This design comes from an exercise in tuning for small area, a short achievable clock period and few clock cycles on the open sky130 flow, not from production work. In this exercise RTL edits were held to simulation tests only and were not proved equivalent to the original. The clock input has no modelled driver; a real chip could not lean on it and would need a root buffer or a full tree. Power is estimated from default activity; no workload was simulated.

job 101:
==> flow/design.v <==
package pkt_loopback_pkg;
    typedef struct packed {
        logic                sop;
        logic                eop;
        logic [3-1:0] empty;
        logic [64-1:0]  data;
    } beat_t;
    typedef logic [$clog2(16 + 1)-1:0] beat_idx_t;
    typedef enum logic [1:0] {
        st_idle,
        st_load,
        st_send,
        st_done
    } tx_state_e;
endpackage
`timescale 1ns/1ns
module pkt_loopback_top (
    input  logic  rd_clk,
    input  logic  rd_rst_n,
    input  logic  link_up,
    input  logic  rx_valid,
    input  pkt_loopback_pkg::beat_t rx_beat,
    output logic  tx_valid,
    output pkt_loopback_pkg::beat_t tx_beat,
    input  logic  tx_ready
);
    localparam int N  = 16;          
    localparam int W  = 64 + 3 + 1;   
    localparam int P  = 4;           
    localparam int PW = 64 / P;
    logic [W-1:0] slot [N];
    logic [P-1:1] carry;             
    logic [N-1:0] v;                 
    logic [N-1:0] move;              
    logic         pop;
    logic         tv;                
    logic         next_sop;          
    logic         out_sop;
    assign pop = tv && tx_ready;
    logic [N-1:1] room;              
    logic [N:0]   none;              
    logic [N:0]   one;               
    logic [N-1:0] none_below_top;    
    logic [N-1:0] v_stay;            
    logic [N-1:0] v_shift;           
    logic [N-1:0] v_nxt;
    logic [N-1:1] room_nxt;
    always_comb begin
        none[N] = 1'b1;
        one[N]  = 1'b1;
        for (int i = N - 1; i >= 0; i--) begin
            none[i] = none[i+1] && v[i];
            one[i]  = v[i] ? one[i+1] : none[i+1];
        end
        none_below_top[N-1] = 1'b1;
        for (int i = N - 2; i >= 0; i--) begin
            none_below_top[i] = none_below_top[i+1] && v[i];
        end
        move[0] = rx_valid;
        for (int i = 1; i < N; i++) begin
            move[i] = room[i] || (v[i-1] && pop);
        end
        v_stay[0]  = rx_valid || (v[0] && none[1]);
        v_shift[0] = rx_valid;
        for (int i = 1; i < N; i++) begin
            v_stay[i]  = room[i] || (v[i] && none[i+1]);
            v_shift[i] = v[i-1];
        end
        v_nxt = pop ? v_shift : v_stay;
        room_nxt[1] = rx_valid && (pop ? !none_below_top[0] : !one[0]);
        for (int i = 2; i < N; i++) begin
            room_nxt[i] = v[i-2] && (pop ? !none_below_top[i-1] : !one[i-1]);
        end
    end
    logic [W-1:0] step [P];
    logic [P-1:0] cout;
    always_comb begin
        for (int i = 0; i < P; i++) begin
            logic         cin;
            logic [PW-1:0] part;
            cin     = (i == 0) ? 1'b1 : carry[i == 0 ? 1 : i];
            part    = slot[i][i*PW +: PW];
            step[i] = slot[i];
            step[i][i*PW +: PW] = part + PW'(cin);
            cout[i] = cin && (&part);
        end
    end
    logic [W-1:0] src [N];
    always_comb begin
        src[0] = {rx_beat.eop, rx_beat.empty & {3{rx_beat.eop}}, rx_beat.data};
        for (int i = 1; i < N; i++) begin
            src[i] = (i <= P) ? step[(i <= P) ? i - 1 : 0] : slot[i-1];
        end
    end
    logic [N-1:0] keep;
    always_comb begin
        for (int i = 0; i < N; i++) begin
            keep[i] = v[i] && !pop && ((i == N - 1) ? 1'b1 : !room[(i == N - 1) ? 1 : i + 1]);
        end
    end
    always_ff @(posedge rd_clk) begin
        for (int i = 0; i < N; i++) begin
            slot[i] <= (src[i] & {W{move[i]}}) | (slot[i] & {W{keep[i]}});
        end
        for (int i = 1; i < P; i++) begin
            carry[i] <= (cout[i-1] & move[i]) | (carry[i] & keep[i]);
        end
        out_sop <= (next_sop & move[N-1]) | (out_sop & keep[N-1]);
    end
    always_ff @(posedge rd_clk or negedge rd_rst_n) begin
        if (!rd_rst_n) begin
            v        <= '0;
            room     <= '0;
            tv       <= 1'b0;
            next_sop <= 1'b1;
        end else begin
            v        <= v_nxt;
            room     <= room_nxt;
            if (move[N-1]) begin
                next_sop <= slot[N-2][W-1];
            end
            tv       <= v_nxt[N-1] && link_up;
        end
    end
    always_ff @(posedge rd_clk) begin
        tx_valid <= v_nxt[N-1] && link_up;
    end
    assign tx_beat = {out_sop, slot[N-1]};
endmodule
export LEC_CHECK = 0
export CAP_MARGIN = 20
export CORE_MARGIN = 2
export CORE_UTILIZATION = 65
export SETUP_SLACK_MARGIN = 3.05
export SLEW_MARGIN = 20
create_clock -name core_clock -period 5.0 [get_ports {rd_clk}]
standard.sh (not shown) runs the stock make flow with config.mk's settings and CLKGATE_MAP_FILE= SYNTH_SCRIPT=/design/flow/synth_recipe.tcl, a recipe that flattens the netlist after the stock synthesis.
==> flow/flow/run.sh <==
#!/bin/bash
# The standard layout with two changes: the port buffers are buf_2 cells
# rather than the delay buffer that buffer_ports picks by default (every port
# still gets its own buffer), and the clock tree is built by cts_tree.tcl, a
# balanced two-level tree, in place of TritonCTS's three-level one. The make
# output goes to standard_flow.log here; ORFS keeps each step's log under
# orfs/logs.
set -euo pipefail
here=$(pwd)
bash standard.sh BUFFER_PORTS_ARGS="-buffer_cell sky130_fd_sc_hd__buf_2" \
  PRE_CTS_TCL="$here/flow/cts_tree.tcl" finish > standard_flow.log 2>&1
Other scripts of this flow, unchanged in this note and not shown: flow/flow/cts_tree.tcl
Testbench counts of job 101, summed over its fixed seeds: cycles 4,916.
--- input diff job 101..job 102 ---
--- a/flow/design.v
+++ b/flow/design.v
@@ -84,29 +84,35 @@
             step[i][i*PW +: PW] = part + PW'(cin);
             cout[i] = cin && (&part);
         end
     end
-    logic [W-1:0] src [N];
-    always_comb begin
-        src[0] = {rx_beat.eop, rx_beat.empty & {3{rx_beat.eop}}, rx_beat.data};
-        for (int i = 1; i < N; i++) begin
-            src[i] = (i <= P) ? step[(i <= P) ? i - 1 : 0] : slot[i-1];
+    always_ff @(posedge rd_clk) begin
+        if (move[0]) begin
+            slot[0] <= {rx_beat.eop,
+                        rx_beat.empty & {3{rx_beat.eop}},
+                        rx_beat.data};
+        end
+        for (int i = 1; i <= P; i++) begin
+            if (move[i]) begin
+                slot[i] <= step[i-1];
+            end
+        end
+        for (int i = 1; i < P; i++) begin
+            if (move[i]) begin
+                carry[i] <= cout[i-1];
+            end
+        end
+        for (int i = P + 1; i < N - 1; i++) begin
+            if (move[i]) begin
+                slot[i] <= slot[i-1];
+            end
         end
     end
-    logic [N-1:0] keep;
-    always_comb begin
-        for (int i = 0; i < N; i++) begin
-            keep[i] = v[i] && !pop && ((i == N - 1) ? 1'b1 : !room[(i == N - 1) ? 1 : i + 1]);
-        end
-    end
+    logic keep_top;
+    assign keep_top = v[N-1] && !pop;
     always_ff @(posedge rd_clk) begin
-        for (int i = 0; i < N; i++) begin
-            slot[i] <= (src[i] & {W{move[i]}}) | (slot[i] & {W{keep[i]}});
-        end
-        for (int i = 1; i < P; i++) begin
-            carry[i] <= (cout[i-1] & move[i]) | (carry[i] & keep[i]);
-        end
-        out_sop <= (next_sop & move[N-1]) | (out_sop & keep[N-1]);
+        slot[N-1] <= (slot[N-2] & {W{move[N-1]}}) | (slot[N-1] & {W{keep_top}});
+        out_sop   <= (next_sop & move[N-1]) | (out_sop & keep_top);
     end
     always_ff @(posedge rd_clk or negedge rd_rst_n) begin
         if (!rd_rst_n) begin
             v        <= '0;
==> comparison <==
- Job 102 went all the way through synthesis, placement and routing and the layout is clean on timing, DRC and antenna.
- Note that the final area recorded for job 101 amounts to 1.05 times the value seen in job 102.
- Measured against each other, job 102 and job 101 differ in met3 usage in global routing, the lower figure coming from job 102.
- Going from job 101 to job 102, net switching power lost 2.2 mW; floorplan die area now sits at about the same level; hold slack down 0.042 ns; power density of the placed cells has increased.
Testbench counts of job 102, summed over its fixed seeds: cycles 4,916.
No run of this note takes its clock network from TritonCTS; it comes from the design's own scripts or RTL.

## build 24
pkt_loopback_top with an RTL version that a note above also has.
Size in the first run: roughly 1,600 cells after synthesis, roughly 140 I/O pins.
==> module pkt_loopback_top, before the edit <==
module pkt_loopback_top (
    input  logic  rd_clk,
    input  logic  rd_rst_n,
    input  logic  link_up,
    input  logic  rx_valid,
    input  pkt_loopback_pkg::beat_t rx_beat,
    output logic  tx_valid,
    output pkt_loopback_pkg::beat_t tx_beat,
    input  logic  tx_ready
);
    localparam int N  = 16;          
    localparam int W  = 64 + 3 + 1;   
    localparam int P  = 4;           
    localparam int PW = 64 / P;
    logic [W-1:0] slot [N];
    logic [P-1:1] carry;             
    logic [N-1:0] v;                 
    logic [N-1:0] move;              
    logic         pop;
    logic         tv;                
    logic         next_sop;          
    logic         out_sop;
    assign pop = tv && tx_ready;
    logic [N-1:1] room;              
    logic [N:0]   none;              
    logic [N:0]   one;               
    logic [N-1:0] none_below_top;    
    logic [N-1:0] v_stay;            
    logic [N-1:0] v_shift;           
    logic [N-1:0] v_nxt;
    logic [N-1:1] room_nxt;
    always_comb begin
        none[N] = 1'b1;
        one[N]  = 1'b1;
        for (int i = N - 1; i >= 0; i--) begin
            none[i] = none[i+1] && v[i];
            one[i]  = v[i] ? one[i+1] : none[i+1];
        end
        none_below_top[N-1] = 1'b1;
        for (int i = N - 2; i >= 0; i--) begin
            none_below_top[i] = none_below_top[i+1] && v[i];
        end
        move[0] = rx_valid;
        for (int i = 1; i < N; i++) begin
            move[i] = room[i] || (v[i-1] && pop);
        end
        v_stay[0]  = rx_valid || (v[0] && none[1]);
        v_shift[0] = rx_valid;
        for (int i = 1; i < N; i++) begin
            v_stay[i]  = room[i] || (v[i] && none[i+1]);
            v_shift[i] = v[i-1];
        end
        v_nxt = pop ? v_shift : v_stay;
        room_nxt[1] = rx_valid && (pop ? !none_below_top[0] : !one[0]);
        for (int i = 2; i < N; i++) begin
            room_nxt[i] = v[i-2] && (pop ? !none_below_top[i-1] : !one[i-1]);
        end
    end
    logic [W-1:0] step [P];
    logic [P-1:0] cout;
    always_comb begin
        for (int i = 0; i < P; i++) begin
            logic         cin;
            logic [PW-1:0] part;
            cin     = (i == 0) ? 1'b1 : carry[i == 0 ? 1 : i];
            part    = slot[i][i*PW +: PW];
            step[i] = slot[i];
            step[i][i*PW +: PW] = part + PW'(cin);
            cout[i] = cin && (&part);
        end
    end
    always_ff @(posedge rd_clk) begin
        if (move[0]) begin
            slot[0] <= {rx_beat.eop,
                        rx_beat.empty & {3{rx_beat.eop}},
                        rx_beat.data};
        end
        for (int i = 1; i <= P; i++) begin
            if (move[i]) begin
                slot[i] <= step[i-1];
            end
        end
        for (int i = 1; i < P; i++) begin
            if (move[i]) begin
                carry[i] <= cout[i-1];
            end
        end
        for (int i = P + 1; i < N - 1; i++) begin
            if (move[i]) begin
                slot[i] <= slot[i-1];
            end
        end
    end
    logic keep_top;
    assign keep_top = v[N-1] && !pop;
    always_ff @(posedge rd_clk) begin
        slot[N-1] <= (slot[N-2] & {W{move[N-1]}}) | (slot[N-1] & {W{keep_top}});
        out_sop   <= (next_sop & move[N-1]) | (out_sop & keep_top);
    end
    always_ff @(posedge rd_clk or negedge rd_rst_n) begin
        if (!rd_rst_n) begin
            v        <= '0;
            room     <= '0;
            tv       <= 1'b0;
            next_sop <= 1'b1;
        end else begin
            v        <= v_nxt;
            room     <= room_nxt;
            if (move[N-1]) begin
                next_sop <= slot[N-2][W-1];
            end
            tv       <= v_nxt[N-1] && link_up;
        end
    end
    always_ff @(posedge rd_clk) begin
        tx_valid <= v_nxt[N-1] && link_up;
    end
    assign tx_beat = {out_sop, slot[N-1]};
endmodule
Settings: LEC_CHECK=0, CAP_MARGIN=20, CORE_MARGIN=2, CORE_UTILIZATION=65, SETUP_SLACK_MARGIN=3.0, SLEW_MARGIN=20; clock period 5.0 ns.
Scripts as last shown in full above: flow/flow/run.sh
Other scripts of this flow, unchanged in this note and not shown: flow/flow/cts_tree.tcl
Build 24 was carried through to the last stage, and its layout satisfied the timing, design-rule and antenna checks.
Testbench counts of build 24, summed over its fixed seeds: cycles 4,916.
Input changes introduced in trial 6 (baseline for comparison: build 24):
-- flow/design.v --
<<< build 24, line 38
    logic         out_sop;
    assign pop = tv && tx_ready;
    logic [N-1:1] room;              
    logic [N:0]   none;              
    logic [N:0]   one;               
    logic [N-1:0] none_below_top;    
    logic [N-1:0] v_stay;            
    logic [N-1:0] v_shift;           
    logic [N-1:0] v_nxt;
    logic [N-1:1] room_nxt;
    always_comb begin
        none[N] = 1'b1;
        one[N]  = 1'b1;
        for (int i = N - 1; i >= 0; i--) begin
            none[i] = none[i+1] && v[i];
            one[i]  = v[i] ? one[i+1] : none[i+1];
        end
        none_below_top[N-1] = 1'b1;
        for (int i = N - 2; i >= 0; i--) begin
            none_below_top[i] = none_below_top[i+1] && v[i];
        end
        move[0] = rx_valid;
        for (int i = 1; i < N; i++) begin
            move[i] = room[i] || (v[i-1] && pop);
        end
        v_stay[0]  = rx_valid || (v[0] && none[1]);
        v_shift[0] = rx_valid;
        for (int i = 1; i < N; i++) begin
            v_stay[i]  = room[i] || (v[i] && none[i+1]);
            v_shift[i] = v[i-1];
        end
        v_nxt = pop ? v_shift : v_stay;
        room_nxt[1] = rx_valid && (pop ? !none_below_top[0] : !one[0]);
        for (int i = 2; i < N; i++) begin
            room_nxt[i] = v[i-2] && (pop ? !none_below_top[i-1] : !one[i-1]);
        end
    end
    logic [W-1:0] step [P];
>>> trial 6, line 38
    logic         out_sop;
    assign pop = tv && tx_ready;
    logic [N:1]   full;              
    logic [N-1:0] v_stay;            
    logic [N-1:0] v_shift;           
    logic [N-1:0] v_nxt;
    always_comb begin
        full[N] = 1'b1;
        for (int i = N - 1; i >= 1; i--) begin
            full[i] = full[i+1] && v[i];
        end
        move[0] = rx_valid;
        for (int i = 1; i < N; i++) begin
            move[i] = v[i-1] && (!full[i] || pop);
        end
        v_stay[0]  = rx_valid || (v[0] && full[1]);
        v_shift[0] = rx_valid;
        for (int i = 1; i < N; i++) begin
            v_stay[i]  = (v[i-1] && !full[i]) || (v[i] && full[i+1]);
            v_shift[i] = v[i-1];
        end
        v_nxt = pop ? v_shift : v_stay;
    end
    logic [W-1:0] step [P];
<<< build 24, line 117
        if (!rd_rst_n) begin
            v        <= '0;
            room     <= '0;
            tv       <= 1'b0;
            next_sop <= 1'b1;
        end else begin
            v        <= v_nxt;
            room     <= room_nxt;
            if (move[N-1]) begin
                next_sop <= slot[N-2][W-1];
>>> trial 6, line 103
        if (!rd_rst_n) begin
            v        <= '0;
            tv       <= 1'b0;
            next_sop <= 1'b1;
        end else begin
            v        <= v_nxt;
            if (move[N-1]) begin
                next_sop <= slot[N-2][W-1];
- Trial 6 | stages: all done | timing, DRC, antenna: all pass
- Taking build 24 as the reference, in trial 6 fmax lost about 14%, number of vias after detailed routing increased by 583 relative to the old numbers, final cell count rose 2.2%.
- Between build 24 and trial 6, setup slack decreased.
- Trial 6 vs. build 24: post-route minimum period rose by 0.31 ns; final instance area picked up an extra 1100 um2; wire length on met3 shows a reduction of about 3.5%; met2 track demand over resource fell by 0.25 points.
- Compared with build 24, trial 6 shows a lower pre-CTS setup slack.
- The fraction of power consumed by the clock network in trial 6 sits 8.0 points above the value recorded for build 24.
- Relative area change from synthesis to final layout: trial 6 > build 24
- Summary: with build 24 as the reference, number of global-route vias before repair in trial 6 moved up by a few percent.
- The final reports for trial 6 and build 24 show utilization higher in the former.
Testbench counts of trial 6, summed over its fixed seeds: cycles 4,916.
In every run of this note, the design's own scripts or RTL, not TritonCTS, make the clock network.

== fjord ==
pkt_loopback_top, a different RTL version from the one above (not shown whole).
Size: ~1100 flip-flops, about 140 I/O pins.
==> module pkt_loopback_top, before the edit <==
module pkt_loopback_top (
    input  logic  rd_clk,
    input  logic  rd_rst_n,
    input  logic  link_up,
    input  logic  rx_valid,
    input  pkt_loopback_pkg::beat_t rx_beat,
    output logic  tx_valid,
    output pkt_loopback_pkg::beat_t tx_beat,
    input  logic  tx_ready
);
    localparam int N  = 16;          
    localparam int W  = 64 + 3 + 1;   
    localparam int P  = 4;           
    localparam int PW = 64 / P;
    logic [W-1:0] slot [N];
    logic [P-1:1] carry;             
    logic [N-1:0] v;                 
    logic [N:0]   vacate;            
    logic [N-1:0] move;              
    logic         pop;
    logic         next_sop;          
    logic         out_sop;
    assign pop = tx_valid && tx_ready;
    always_comb begin
        vacate[N] = pop;
        for (int i = N - 1; i >= 0; i--) begin
            vacate[i] = vacate[i+1] || !v[i];
        end
        move[0] = rx_valid;
        for (int i = 1; i < N; i++) begin
            move[i] = v[i-1] && vacate[i];
        end
    end
    logic [W-1:0] step [P];
    logic [P-1:0] cout;
    always_comb begin
        for (int i = 0; i < P; i++) begin
            logic         cin;
            logic [PW-1:0] part;
            cin     = (i == 0) ? 1'b1 : carry[i == 0 ? 1 : i];
            part    = slot[i][i*PW +: PW];
            step[i] = slot[i];
            step[i][i*PW +: PW] = part + PW'(cin);
            cout[i] = cin && (&part);
        end
    end
    always_ff @(posedge rd_clk) begin
        if (move[0]) begin
            slot[0] <= {rx_beat.eop,
                        rx_beat.empty & {3{rx_beat.eop}},
                        rx_beat.data};
        end
        for (int i = 1; i <= P; i++) begin
            if (move[i]) begin
                slot[i] <= step[i-1];
            end
        end
        for (int i = 1; i < P; i++) begin
            if (move[i]) begin
                carry[i] <= cout[i-1];
            end
        end
        for (int i = P + 1; i < N - 1; i++) begin
            if (move[i]) begin
                slot[i] <= slot[i-1];
            end
        end
    end
    always_ff @(posedge rd_clk) begin
        slot[N-1] <= slot[N-1] ^ ({W{move[N-1]}} & (slot[N-2] ^ slot[N-1]));
        out_sop   <= out_sop ^ (move[N-1] & (next_sop ^ out_sop));
    end
    always_ff @(posedge rd_clk or negedge rd_rst_n) begin
        if (!rd_rst_n) begin
            v        <= '0;
            tx_valid <= 1'b0;
            next_sop <= 1'b1;
        end else begin
            for (int i = 0; i < N; i++) begin
                v[i] <= move[i] || (v[i] && !vacate[i+1]);
            end
            if (move[N-1]) begin
                next_sop <= slot[N-2][W-1];
            end
            tx_valid <= (move[N-1] || (v[N-1] && !pop)) && link_up;
        end
    end
    assign tx_beat = {out_sop, slot[N-1]};
endmodule
clock: 5.0 ns
lec_check: 0
cap_margin: 20
core_margin: 2
core_utilization: 65
cts_cluster_diameter: 70
cts_cluster_size: 24
setup_slack_margin: 2.9
slew_margin: 20
run.sh (not shown) runs the stock make flow with config.mk's settings and CLKGATE_MAP_FILE= SYNTH_SCRIPT=/design/flow/synth_recipe.tcl, a recipe that flattens the netlist after the stock synthesis.
Stock flow here: none of the scripts above is used.
Testbench counts of fjord, summed over its fixed seeds: cycles 4,916.
Setup changes, fjord to raven
--- a/flow/design.v
+++ b/flow/design.v
@@ -25,16 +25,19 @@
     input  logic  tx_ready
 );
-    localparam int N  = 16;          
-    localparam int W  = 64 + 3 + 1;   
-    localparam int P  = 4;           
-    localparam int PW = 64 / P;
+    localparam int N = 16;           
+    localparam int W = 64 + 3 + 1;    
     logic [W-1:0] slot [N];
-    logic [P-1:1] carry;             
     logic [N-1:0] v;                 
     logic [N:0]   vacate;            
     logic [N-1:0] move;              
+    logic [W-1:0] wr_word;
     logic         pop;
     logic         next_sop;          
     logic         out_sop;
+    assign wr_word = {rx_beat.eop,
+                      rx_beat.empty & {3{rx_beat.eop}},
+                      rx_beat.data};
+    logic [W-1:0] inc_word;
+    assign inc_word = {slot[0][W-1:64], slot[0][64-1:0] + 64'(1)};
     assign pop = tx_valid && tx_ready;
     always_comb begin
@@ -48,34 +51,12 @@
         end
     end
-    logic [W-1:0] step [P];
-    logic [P-1:0] cout;
-    always_comb begin
-        for (int i = 0; i < P; i++) begin
-            logic         cin;
-            logic [PW-1:0] part;
-            cin     = (i == 0) ? 1'b1 : carry[i == 0 ? 1 : i];
-            part    = slot[i][i*PW +: PW];
-            step[i] = slot[i];
-            step[i][i*PW +: PW] = part + PW'(cin);
-            cout[i] = cin && (&part);
-        end
-    end
     always_ff @(posedge rd_clk) begin
         if (move[0]) begin
-            slot[0] <= {rx_beat.eop,
-                        rx_beat.empty & {3{rx_beat.eop}},
-                        rx_beat.data};
+            slot[0] <= wr_word;
         end
-        for (int i = 1; i <= P; i++) begin
-            if (move[i]) begin
-                slot[i] <= step[i-1];
-            end
+        if (move[1]) begin
+            slot[1] <= inc_word;
         end
-        for (int i = 1; i < P; i++) begin
-            if (move[i]) begin
-                carry[i] <= cout[i-1];
-            end
-        end
-        for (int i = P + 1; i < N - 1; i++) begin
+        for (int i = 2; i < N - 1; i++) begin
             if (move[i]) begin
                 slot[i] <= slot[i-1];
@@ -84,6 +65,6 @@
     end
     always_ff @(posedge rd_clk) begin
-        slot[N-1] <= slot[N-1] ^ ({W{move[N-1]}} & (slot[N-2] ^ slot[N-1]));
-        out_sop   <= out_sop ^ (move[N-1] & (next_sop ^ out_sop));
+        slot[N-1] <= (slot[N-2] & {W{move[N-1]}}) | (slot[N-1] & {W{!move[N-1]}});
+        out_sop   <= move[N-1] ? next_sop : out_sop;
     end
     always_ff @(posedge rd_clk or negedge rd_rst_n) begin
Findings:
Of the two values seen for endpoint of the worst setup timing path, tx_beat[1] was produced by fjord and tx_valid by raven.
For fjord, the cell at the slowest stage of the critical path was sky130_fd_sc_hd__edfxtp_1, unlike raven, where it was sky130_fd_sc_hd__dfrtp_1.
fjord and raven ended up with nearly the same total number of clock tree sinks.
Going from fjord to raven, the minimum clock period was found to have gone up by 0.0064 ns.
Taking fjord over raven, the global placement routability congestion ratio works out to 0.922.
The standby leakage power in raven sits about 3.3% above the value recorded for fjord.
When raven is measured against fjord, its area after detailed placement turns out 0.33% higher.
Testbench counts of raven, summed over its fixed seeds: cycles 4,916.

-- separate check: timing with driven ports --
In the flow no input, the clock included, has a driving cell. The finished layouts below were timed again as built, in two steps. Step 1, drivers: a clkbuf_16 drives rd_clk and a buf_2 each remaining input, both assumed. Step 2, shift: input delay + t, output delay - t, t = (earliest + latest rising clock arrival at the registers) / 2. This alone moves slack from input paths to output paths. a / b / c = ideal / step 1 / step 2; a / b = the first two.
| run | t, ns | setup slack, ns | worst hold slack (ns) | clock arrival spread, ns |
|---|---|---|---|---|
| job 101 | 0.552 | 3.038 / 2.942 / 2.391 | 0.458 / 0.458 / 0.458 | 0.023 / 0.023 |
| job 102 | 0.531 | 3.101 / 2.981 / 2.737 | 0.416 / 0.416 / 0.416 | 0.022 / 0.022 |
| build 24 | 0.530 | 3.054 / 2.940 / 2.770 | 0.413 / 0.413 / 0.413 | 0.022 / 0.022 |
| trial 6 | 0.548 | 2.743 / 2.833 / 2.287 | 0.412 / 0.412 / 0.412 | 0.028 / 0.028 |
| fjord | 0.652 | 2.846 / 2.785 / 2.318 | 0.409 / 0.409 / 0.409 | 0.018 / 0.018 |
| raven | 0.646 | 2.840 / 2.786 / 2.240 | 0.409 / 0.409 / 0.409 | 0.018 / 0.018 |
After both steps setup and hold are still met in every run listed. The setup slack of job 101, which loses most, moves by -0.096 ns with the drivers and by -0.647 ns with both steps.
